This is an optimization exercise on Yosys and OpenROAD, whose aim is small area, a short achievable clock period and few clock cycles, not a production implementation.
In this exercise RTL edits were held to simulation tests only and were not proved equivalent to the original.
Power and IR drop assume default switching activity.

## mips_cpu_muldiv
module mips_cpu_muldiv (
  input  logic        clk,
  input  logic        rst,
  input  logic        start,
  input  logic [2:0]  op,
  input  logic [31:0] a,
  input  logic [31:0] b,
  input  logic        flush,
  output logic        busy,
  output logic        done,
  output logic        div_by_zero,
  output logic [31:0] hi,
  output logic [31:0] lo
);
export LEC_CHECK = 0
export ABC_CLOCK_PERIOD_IN_PS = 3000
export CAP_MARGIN = 30
export CORE_MARGIN = 2
export CORE_UTILIZATION = 40
export SETUP_SLACK_MARGIN = 5
export SLEW_MARGIN = 30
create_clock -name core_clock -period 11.0 [get_ports {clk}]
standard.sh (not shown) runs the stock make flow with config.mk's settings and CLKGATE_MAP_FILE= SYNTH_SCRIPT=/design/flow/synth_recipe.tcl, a recipe that flattens the netlist after the stock synthesis.
==> flow/flow/run.sh <==
#!/bin/bash
# The standard layout (standard synthesis, floorplan, placement, CTS, routing), with two
# changes to how it is made: every port still gets its own buffer, but a sky130 buf_2 rather
# than the delay buffer buffer_ports picks by default, and timing repair may resize a cell to
# any footprint. make's full output goes to standard.log in this folder; each ORFS step also
# keeps its own log under orfs/logs/.
set -euo pipefail
bash standard.sh "BUFFER_PORTS_ARGS=-buffer_cell sky130_fd_sc_hd__buf_2" MATCH_CELL_FOOTPRINT=0 finish \
  > standard.log 2>&1
The baseline passed the timing, DRC and antenna checks.
Testbench counts at the start, summed over its fixed seeds: cycles 51,344.
==> next run, changes <==
==> flow/run.sh (new file) <==
#!/bin/bash
# synth_recipe.tcl (not shown) runs the flow's synth.tcl, then flattens the netlist and writes it again
# the make line also repeats each setting of config.mk as NAME=value (left out here)
make -C /OpenROAD-flow-scripts/flow DESIGN_CONFIG=/design/flow/config.mk WORK_HOME=/design/flow/orfs CLKGATE_MAP_FILE= SYNTH_SCRIPT=/design/flow/synth_recipe.tcl finish
Settings changed: CAP_MARGIN 30 to 20, SLEW_MARGIN 30 to 20.
removed: flow/flow/run.sh
removed: flow/standard.sh
Sequential power is about the same. Worst hold slack improved by 9.8 ps. Routed wire length falls by 1.9%. Via count decreases by 0.57%. Area after synthesis is unchanged.

---

lane 1:
Another version of the RTL of mips_cpu_muldiv (not shown whole).
For scale: roughly 220 flip-flops, about 140 I/O pins, roughly 30,000 sq um of cells after synthesis.
Settings: LEC_CHECK=0, ABC_CLOCK_PERIOD_IN_PS=3000, CAP_MARGIN=30, CORE_MARGIN=2, CORE_UTILIZATION=40, SETUP_SLACK_MARGIN=5, SLEW_MARGIN=30; clock period 11.0 ns.
==> flow/flow/run.sh <==
#!/bin/bash
# The standard layout (standard synthesis, floorplan, placement, CTS, routing), with two
# changes to how it is made: every port still gets its own buffer, but a sky130 buf_2 rather
# than the delay buffer buffer_ports picks by default, and timing repair may resize a cell to
# any footprint. make's full output goes to standard.log in this folder; each ORFS step also
# keeps its own log under orfs/logs/.
set -euo pipefail
bash standard.sh "BUFFER_PORTS_ARGS=-buffer_cell sky130_fd_sc_hd__buf_2" MATCH_CELL_FOOTPRINT=0 finish \
  > standard.log 2>&1
Testbench counts of lane 1, summed over its fixed seeds: cycles 66,624.
## Diff of input files: lane 2 against lane 1
- SLEW_MARGIN: 30 -> 20
- CAP_MARGIN: 30 -> 20
==> flow/run.sh (new file) <==
#!/bin/bash
# synth_recipe.tcl (not shown) runs the flow's synth.tcl, then flattens the netlist and writes it again
# the make line also repeats each setting of config.mk as NAME=value (left out here)
make -C /OpenROAD-flow-scripts/flow DESIGN_CONFIG=/design/flow/config.mk WORK_HOME=/design/flow/orfs CLKGATE_MAP_FILE= SYNTH_SCRIPT=/design/flow/synth_recipe.tcl finish
removed: flow/flow/run.sh
removed: flow/standard.sh
## What came out
Compare lane 2 and lane 1 | initial antenna violation count lower: lane 2
Lane 2 gives more final net count than lane 1 did.
In the metrics for lane 2 and lane 1, the one carrying the higher via count normalized by instance count is lane 1.
Lane 2 vs lane 1: overall power of the completed layout down slightly
The lower post-route fraction of the period consumed by the critical path of lane 2 and lane 1 is in lane 1.
Delta (lane 2 minus lane 1): post-route standard cell area excluding fillers went up; shortest clock period the worst path allows after layout went up.
Any difference in critical path required time between lane 2 and lane 1 is small enough to ignore.
Lane 2 vs. lane 1: pin count of the biggest net entering global routing now larger, wire length climbed 3.4%, multi-input gate count roughly the same.

[afterwards: timing with drivers on the ports]
In the flow no input, the clock included, has a driving cell. The finished layouts below were timed again as built, in two steps. Step 1 assumes that a clkbuf_16 drives the clock port and a buf_2 every other input. Step 2 moves the port delays by t, midway between the first and last clock arrival at a register: inputs arrive t later, outputs are due t later. That takes back most of the time a late clock gives input paths. Slacks: no drivers / after step 1 / after step 2; pairs: no drivers / after step 1.
run	t (ns)	setup slack, ns	worst data-port slew with drivers (ns)	cell pins on the clock port's net
the first run of note 1	0.645	4.424 / 4.424 / 4.292	0.05	1
the second run of note 1	0.645	4.486 / 4.525 / 3.880	0.04	1
lane 1	0.656	5.019 / 5.019 / 4.415	0.05	1
lane 2	0.683	4.961 / 4.994 / 4.311	0.06	1
After both steps setup and hold are still met in every run listed. The setup slack of lane 2, which loses most, moves by +0.033 ns with the drivers and by -0.650 ns with both steps.
